From an optimization exercise on the open Yosys and OpenROAD flow, aimed at small area, a short achievable clock period and few clock cycles per item; shortcuts taken in it are not production practice.
Where RTL was checked, it was by simulation tests only, not by an equivalence proof against the original.
Only the layout flow was run in runs 2 and 3; the RTL was not checked for function there.

==> flow/design.v (outline; a module is shown in full before it is edited, if it fits) <==
// module conv_fa: 10 lines
// module conv_ha: 9 lines
// module conv_stream_mc: 6941 lines
module conv_stream_mc
#(
  parameter int WORD_LENGTH = conv_pkg::WORD_LENGTH_DEF,
  parameter int ACC_WIDTH   = conv_pkg::ACC_WIDTH_DEF,
  parameter int IMAGE_SIZE  = conv_pkg::IMAGE_SIZE_DEF,
  parameter int KERNEL_SIZE = conv_pkg::KERNEL_SIZE_DEF,
  parameter int STRIDE      = conv_pkg::STRIDE_DEF,
  parameter int OUT_CH      = conv_pkg::OUT_CH_DEF
) (
  input  logic                                            clk,
  input  logic                                            rst,
  input  logic                                            weight_load,
  input  logic [OUT_CH*KERNEL_SIZE*KERNEL_SIZE*WORD_LENGTH-1:0] weight_value,
  input  logic [OUT_CH*ACC_WIDTH-1:0]                     bias_value,
  input  logic                                            relu_en,
  input  logic                                            in_valid,
  output logic                                            in_ready,
  input  logic [WORD_LENGTH-1:0]                          data_in,
  output logic                                            out_valid,
  input  logic                                            out_ready,
  output logic [OUT_CH*ACC_WIDTH-1:0]                     data_out,
  output logic [conv_pkg::IDX_WIDTH-1:0]                  out_row,
  output logic [conv_pkg::IDX_WIDTH-1:0]                  out_col,
  output logic                                            frame_done
);
  // ...
==> flow/flow/run.sh <==
#!/bin/bash
export BUFFER_PORTS_ARGS="-buffer_cell sky130_fd_sc_hd__buf_1"
bash standard.sh SETUP_SLACK_MARGIN=14.5 finish > standard.log 2>&1
==> flow/standard.sh <==
#!/bin/bash
# synth_recipe.tcl (not shown) runs the flow's synth.tcl, then flattens the netlist and writes it again
# the make line also repeats each setting of config.mk as NAME=value (left out here)
make -C /OpenROAD-flow-scripts/flow DESIGN_CONFIG=/design/flow/config.mk WORK_HOME=/design/flow/orfs CLKGATE_MAP_FILE= SYNTH_SCRIPT=/design/flow/synth_recipe.tcl "${@:-finish}"
==> flow/config.mk <==
export PLATFORM = sky130hd
export DESIGN_NAME = conv_stream_mc
export DESIGN_NICKNAME = conv_stream_mc
export VERILOG_FILES = /design/flow/design.v
export SDC_FILE = /design/flow/constraint.sdc
export NUM_CORES = 4
export LEC_CHECK = 0
export CAP_MARGIN = 20
export CORE_MARGIN = 2
export CORE_UTILIZATION = 40
export SLEW_MARGIN = 60
export SYNTH_HIERARCHICAL = 1
export SYNTH_MINIMUM_KEEP_SIZE = 0
==> flow/constraint.sdc <==
create_clock -name core_clock -period 20.0 [get_ports {clk}]
set_input_delay 4.0000 -clock core_clock [delete_from_list [all_inputs] [get_ports {clk}]]
set_output_delay 4.0000 -clock core_clock [all_outputs]
set_load 0.01 [all_outputs]
==> impl_metrics.py, run 1 <==
metrics = {
    "setup_path": {
        "slowest_stage": "edfxtp_1",
        "crit_chain": "clkbuf_2",
        "cp.buffers_inverters": 1,
    },
    "place": {
        "gp_congestion": 0.963,
        "dpl.hpwl_um": 334000,
    },
    "global_route": {
        "top_usage_layer": "met2",
        "use_met3_pct": 5.14,
        "grt_use_total_pct": 24.9,
        "grt_max_degree": 84,
        "antenna_found_initial": 34,
    },
    "synthesis": {
        "synth_area_mm2": 0.136,
        "ys_async_sr_fraction_pct": 1.54,
        "synthMuxAreaShare_pct": 0.0534,
        "synthCells": 9328,
        "yosysWarnings": 7,
        "synth_fa_ha_area_share_pct": 47.6,
        "synth_top_cell_area_share_pct": 47.1,
    },
    "floorplanning": {
        "tapCellCount": 4536,
    },
    "drt": {
        "antenna_left": 0,
    },
    "run_status": {
        "status": "timing/DRC/antenna clean",
    },
    "finish": {
        "final_common_cell": "fa_1",
    },
    "clock_network": {
        "cts.sinks": 1748,
    },
    "sta": {
        "finClkSkew_ps": 93.4,
        "drv_slew": 0,
    },
    "hold_path": {
        "holdPathStages": 0,
    },
}
Testbench counts, summed over its fixed seeds: cycles 18,840, pixels 18,816.
==> run 2, diff against run 1 <==
--- a/flow/design.v
+++ b/flow/design.v
@@ -114,17 +114,17 @@
     s_v_n = s_v ? !h_room : (sr_hit && !h_room && sh);
   end
   always_ff @(posedge clk or posedge rst) begin
     if (rst) begin
       x_v        <= 1'b0;
       s_v        <= 1'b0;
       h_v        <= 1'b0;
       sh_r       <= 1'b0;
-      in_ready_r <= 1'b0;
+      in_ready_r <= 1'b1;
       sr_hit     <= 1'b0;
       row_r      <= 5'd0;
       col_r      <= 5'd0;
     end else begin
       x_v        <= x_v_n;
       s_v        <= s_v_n;
       sh_r       <= x_v_n && !s_v_n;
       in_ready_r <= !(x_v_n && s_v_n);
==> impl_metrics.py, run 2 <==
metrics = {
    "run_status": {
        "status": "timing/DRC/antenna clean",
    },
    "clock_network": {
        "clockBufferDepth": 4,
        "htree_levels": 4,
        "cts_tree": "built",
        "clk_pin_slew_ps": 60,
        "cts.sinks": 1748,
        "cts_buffers": 197,
        "insertion_delay_ps": 940,
        "cts-root-buf": "clkbuf_16",
        "cts_hold_buf": 0,
    },
    "synthesis": {
        "synth_top_cell_area_share_pct": 47.1,
        "ys_async_sr_fraction_pct": 1.54,
        "seq_area_frac_synth_pct": 38.3,
        "synth_area_mm2": 0.136,
        "synth-seq-cells": 1748,
        "yosys.area.top_type": "fa_1",
        "ys_top_cells_by_count": "3,200 x fa_1, 2,581 x nand2_1, 1,689 x edfxtp_1",
        "synth-main-ff-cell": "edfxtp_1",
        "synth.most_common_cell": "fa_1",
        "yosysWarnings": 7,
        "synth.area.top_cells": "fa_1 47%, edfxtp_1 37%, nand2_1 7.1%",
        "synth_edf_count": 1689,
        "syn-mean-instance-area_um2": 14.6,
        "synth.distinct_cells": 61,
        "synthCells": 9328,
    },
    "sta": {
        "rsz0062_at_grt": "yes",
        "setup_viol": 0,
        "worst_slew_pin_slew_ps": 631,
        "drv_slew": 0,
        "fmax_ghz": 0.180,
        "finClkSkew_ps": 87.7,
        "post-route-min-period_ps": 5560,
        "hold_viol_final": 0,
        "slew_headroom_pct": 57.9,
        "totalNegativeSetupSlack_ps": 0,
        "fin_crit_sh_pct": 27.8,
    },
    "place": {
        "dpl.hpwl_um": 341000,
        "dp_cells": 14324,
        "portBuffers": 490,
        "gp_congestion": 0.946,
    },
    "setup_path": {
        "reg2reg_to": "x3_c0[25]",
        "endpoint_kind": "output port",
        "critPathLaunch": "in_ready_r",
        "timing.rr.start": "sr[226]",
        "path_depth": 1,
        "slowest_stage": "dfstp_2",
        "crit_required_ps": 16000,
        "crit_chain": "buf_6",
        "crit_fanout": 2,
        "crit_type": "reg2out",
        "crit_family": "flip-flops",
        "cp.arrival_ps": 1560,
        "cp.buffers_inverters": 1,
        "cp-start-kind": "flip-flop",
        "regToRegSetupSlack_ps": 14610,
        "cp-endpoint": "in_ready",
        "reg2reg_depth": 10,
        "crit_path_max_incr_delay_ps": 540,
    },
    "global_route": {
        "grt_overflow_total": 0,
        "grt_pass1_vias": 91632,
        "antenna_found_initial": 31,
        "grt_use_total_pct": 25.6,
        "grt_first_pass_wirelength_um": 634000,
        "grt_max_degree": 83,
    },
    "finish": {
        "final.fill_count": 30241,
        "largestRegisters": "sr (896), weights_r (400)",
        "final_layout_size_suffix_gt1_share_pct": 7.91,
        "mostFrequentLayoutCells": "3,200 x fa_1, 2,580 x nand2_1, 1,689 x edfxtp_1",
        "multi_input_area_mm2": 0.0818,
        "synthToLayoutAreaGrowth_pct": 12.0,
        "fin_nets": 13714,
        "regArea_mm2": 0.0520,
        "largest_reg_flops": 896,
        "final_common_cell": "fa_1",
        "regMostFlops": "sr",
        "fin_cells": 14720,
    },
    "floorplanning": {
        "die_area_mm2": 0.344,
        "die_h_um": 587,
        "ioPinCount": 497,
        "num_rows": 214,
        "initial_utilization_pct": 40.1,
        "core_area_mm2": 0.339,
        "die_x_um": 587,
    },
    "drt": {
        "antenna_left": 0,
        "avgRoutedWirePerCell_um": 29.3,
        "viasPerCell": 5.39,
        "route.vias.total": 79356,
        "wl_um": 431000,
        "drt_pass1_iterations": 6,
        "drc_errors": 0,
        "first_iter_violations": 7811,
    },
    "run": {
        "maxCapViolations": 0,
    },
    "hold_path": {
        "min_path_type": "reg2reg",
    },
}
## run 2: cell count changes after synthesis
cell / delta
dfrtp_1: -1
dfstp_2: +1
## run 2: kinds of logic after synthesis
group	share of synthesized area [%]
AND/OR/NAND/NOR	10.7
buffers and inverters	1.95
other	0.00553
multiplexers	0.0534
AO/OA/AOI/OAI	0.636
XOR/XNOR	0.799
flip-flops	38.3
adder cells (fa/ha/maj)	47.6
## run 2: worst min-delay path by stage
| stage | from | to | slack, ps | cells after the start |
|---|---|---|---|---|
| after CTS | sr[319] | sr[327] | 350 | 0 |
| final | sr[319] | sr[327] | 370 | 0 |
| after detailed placement | sr[99] | sr[107] | 400 | 0 |
| after global routing | sr[367] | sr[375] | 350 | 0 |
| after floorplan | sr[92] | sr[100] | 400 | 0 |
| after global placement | sr[107] | sr[115] | 400 | 0 |
## run 2: cell type report
| cell class | instances | area share, % |
|---|---|---|
| multi-input combinational | 7015 | 53.7 |
| sequential | 1748 | 34.2 |
| timing repair buffer | 933 | 3.80 |
| tap | 4536 | 3.73 |
| clock buffer | 234 | 3.35 |
| clock inverter | 122 | 0.904 |
| inverter | 124 | 0.306 |
| antenna | 8 | 0.0131 |
## run 2: routing by layer
layer  vias to the layer above  part of all wire [%]  GRT usage [%]
met4                        20                   7.1           15.1
met5                         -                 0.027              0
met2                      4350                    47           40.8
li1                      30820                     -              -
met3                      1080                   8.5           5.30
met1                     43086                    37           32.5
## run 2: modules after synthesis, one instance, submodules excluded
module	cells	cell area [µm²]	flip-flops and latches	times used
conv_fa	1	20.0	0	3198
conv_stream_mc	6124	71800	1748	1
conv_ha	1	12.5	0	6
## run 2: what timing repair did
action / in CTS / in global routing
endpoints found under the setup margin: 110 / 159
resized for setup: 21 / 31
buffers inserted: 10 / 3
## run 2: per-stage QoR
step | hold slack [ps] | cell area (µm²) | worst slack, ps | util [%]
floorplan | 400 | 136000 | 10050 | -
global route | 355 | 152000 | 14370 | 44.9
finish | 368 | 152000 | 14440 | 44.9
global placement | 402 | 143000 | 12400 | 42.1
CTS | 353 | 152000 | 14350 | 44.8
detailed placement | 405 | 145000 | 12970 | 42.9
==> run 3, diff against run 2 <==
==> flow/run.sh (new file) <==
#!/bin/bash
# synth_recipe.tcl (not shown) runs the flow's synth.tcl, then flattens the netlist and writes it again
# the make line also repeats each setting of config.mk as NAME=value (left out here)
make -C /OpenROAD-flow-scripts/flow DESIGN_CONFIG=/design/flow/config.mk WORK_HOME=/design/flow/orfs CLKGATE_MAP_FILE= SYNTH_SCRIPT=/design/flow/synth_recipe.tcl finish
removed: flow/flow/run.sh
removed: flow/standard.sh
==> impl_metrics.py, run 3 <==
metrics = {
    "synthesis": {
        "synth.distinct_cells": 61,
        "synth_edf_count": 1689,
        "synth.area.top_cells": "fa_1 47%, edfxtp_1 37%, nand2_1 7.1%",
        "synth_area_mm2": 0.136,
        "synth-seq-cells": 1748,
        "synthMuxAreaShare_pct": 0.0534,
        "synth-xor-area-share_pct": 0.799,
        "seq_area_frac_synth_pct": 38.3,
        "synth-main-ff-cell": "edfxtp_1",
        "synthSimpleGateAreaFrac_pct": 10.7,
        "synth.most_common_cell": "fa_1",
        "synth_fa_ha_area_share_pct": 47.6,
        "syn-mean-instance-area_um2": 14.6,
        "yosys.area.top_type": "fa_1",
        "ys_top_cells_by_count": "3,200 x fa_1, 2,581 x nand2_1, 1,689 x edfxtp_1",
        "yosysWarnings": 7,
        "synth_top_cell_area_share_pct": 47.1,
        "synthCells": 9328,
        "ys_async_sr_fraction_pct": 1.54,
        "synth_top_family_by_area": "adder cells",
        "synth-compound-area-share_pct": 0.636,
    },
    "global_route": {
        "grt_max_degree": 89,
        "grt_use_total_pct": 25.5,
        "grt_overflow_total": 0,
        "grt_first_pass_wirelength_um": 632000,
        "antenna_found_initial": 28,
        "grt_pass1_vias": 91102,
    },
    "setup_path": {
        "regToRegSetupSlack_ps": 14570,
        "cp-endpoint": "in_ready",
        "crit_path_max_incr_delay_ps": 540,
        "cp.buffers_inverters": 1,
        "critPathLaunch": "in_ready_r",
        "endpoint_kind": "output port",
        "cp.arrival_ps": 2000,
        "crit_type": "reg2out",
        "crit_fanout": 2,
        "crit_required_ps": 16000,
        "path_depth": 1,
        "crit_family": "flip-flops",
        "cp-start-kind": "flip-flop",
        "crit_chain": "clkdlybuf4s50_1",
        "reg2reg_to": "x3_c0[25]",
        "reg2reg_depth": 10,
        "slowest_stage": "dfstp_2",
        "timing.rr.start": "sr[242]",
    },
    "sta": {
        "drv_slew": 0,
        "finClkSkew_ps": 94.5,
        "totalNegativeSetupSlack_ps": 0,
        "slew_headroom_pct": 55.5,
        "worst_slew_pin_slew_ps": 667,
        "rsz0062_at_grt": "no",
        "hold_viol_final": 0,
        "fin_crit_sh_pct": 30.0,
        "setup_viol": 0,
        "hold_slack_ps": 333,
        "fmax_ghz": 0.167,
        "post-route-min-period_ps": 6000,
    },
    "finish": {
        "post-route-util_pct": 45.8,
        "largestRegisters": "sr (896), weights_r (400)",
        "fin_nets": 13708,
        "largest_reg_flops": 896,
        "mostFrequentLayoutCells": "3,200 x fa_1, 2,581 x nand2_1, 1,689 x edfxtp_1",
        "final_layout_size_suffix_gt1_share_pct": 7.53,
        "postLayoutCellArea_mm2": 0.155,
        "final_common_cell": "fa_1",
        "multi_input_area_mm2": 0.0818,
        "regMostFlops": "sr",
        "regArea_mm2": 0.0520,
        "synthToLayoutAreaGrowth_pct": 14.3,
        "final.fill_count": 29828,
    },
    "drt": {
        "wl_um": 429000,
        "drc_errors": 0,
        "route.vias.total": 79124,
        "viasPerCell": 5.37,
        "first_iter_violations": 7917,
        "antenna_left": 0,
        "drt_pass1_iterations": 6,
        "avgRoutedWirePerCell_um": 29.2,
    },
    "place": {
        "gp_congestion": 0.951,
        "dpl.hpwl_um": 340000,
        "place_area_mm2": 0.148,
        "portBuffers": 490,
    },
    "clock_network": {
        "post_cts_resize_count": 0,
        "clockBufferDepth": 4,
        "cts_tree": "built",
        "cts-root-buf": "clkbuf_16",
        "clk_pin_slew_ps": 60,
        "insertion_delay_ps": 940,
        "cts_buffers": 199,
        "cts.sinks": 1748,
        "cts_setup_buffers": 0,
        "htree_levels": 4,
        "cts_hold_buf": 0,
    },
    "floorplanning": {
        "num_rows": 214,
        "die_x_um": 587,
        "die_area_mm2": 0.344,
        "initial_utilization_pct": 40.1,
        "die_h_um": 587,
        "ioPinCount": 497,
        "core_area_mm2": 0.339,
    },
    "run_status": {
        "status": "timing/DRC/antenna clean",
    },
    "run": {
        "maxCapViolations": 0,
    },
    "hold_path": {
        "min_path_type": "reg2reg",
        "holdPathStages": 0,
    },
}
==> run 3: cell count changes in the layout (fill, tap and decap cells not counted), sizes merged <==
| cell | delta |
|---|---|
| inv | +5 |
| bufinv | -1 |
| clkdlybuf4s50 | +489 |
| buf | -482 |
| diode | +2 |
| clkinvlp | +1 |
| clkbuf | -12 |
| clkinv | +2 |
==> run 3: how the worst min path moves through the flow <==
stage | startpoint | slack, ps | end
2_1_floorplan | sr[92] | 400 | sr[100]
3_3_place_gp | sr[191] | 400 | sr[199]
3_5_place_dp | sr[98] | 400 | sr[106]
4_1_cts | sr[351] | 340 | sr[359]
5_1_grt | sr[351] | 350 | sr[359]
6_report | sr[351] | 330 | sr[359]
==> run 3: Yosys stat by module, one instance, submodules excluded <==
module          flip-flops and latches  cells  times used  cell area [µm²]
conv_fa                              0      1        3198             20.0
conv_ha                              0      1           6             12.5
conv_stream_mc                    1748   6124           1            71800
==> run 3: metal layers <==
layer	GRT usage [%]	share of wire (%)	vias up
met2	40.6	47	4413
met5	0	0.019	-
li1	-	-	30813
met4	14.6	6.9	12
met1	32.6	37	42829
met3	5.34	8.7	1057
==> run 3: layout make-up <==
class / instances / share of cell area [%]
clock buffers: 237 / 3.35
repair buffers: 925 / 5.64
inverters: 124 / 0.301
flip-flops and latches: 1748 / 33.5
well taps: 4536 / 3.65
clock inverters: 129 / 0.860
diodes: 10 / 0.0161
multi-input cells: 7015 / 52.7
==> run 3: kinds of logic (layout without fill, tap and decap cells) <==
group / after synthesis / in the layout
AO/OA/AOI/OAI: 132 / 132
AND/OR/NAND/NOR: 3369 / 3369
buffers and inverters: 697 / 1415
other: 2 / 144
XOR/XNOR: 124 / 124
multiplexers: 7 / 7
flip-flops: 1748 / 1748
adder cells (fa/ha/maj): 3249 / 3249
==> run 3: through the flow <==
step                std cells  setup WS [ps]
finish                  14724          14000
global route            14718          13940
CTS                     14683          13900
detailed placement      14317          13320
global placement        14042          12760
floorplan                9460           4060

-- re-timing with driven ports --
In the flow no input, the clock included, has a driving cell. The finished layouts below were timed again as built, in two steps.
Step 1 (the two cells are an assumption about what drives the block):
set clk [get_ports {clk}]
set_driving_cell -lib_cell sky130_fd_sc_hd__clkbuf_16 $clk
set_driving_cell -lib_cell sky130_fd_sc_hd__buf_2 [delete_from_list [all_inputs] $clk]
Step 2 also shifts input and output timing later by t, the mid clock arrival at the registers, as if the neighbouring blocks saw the same clock.
Three values: no drivers, after step 1, after step 2; two values: the first two.
run	shift t [ns]	slack for setup (ns)	worst setup path at the end
run 1	0.986	14.477 / 14.383 / 13.712	input to register
run 2	1.016	14.442 / 14.331 / 13.688	input to register
run 3	1.008	14.004 / 13.895 / 13.359	input to register
After both steps setup and hold are still met in every run listed. The setup slack of run 1, which loses most, moves by -0.094 ns with the drivers and by -0.765 ns with both steps.
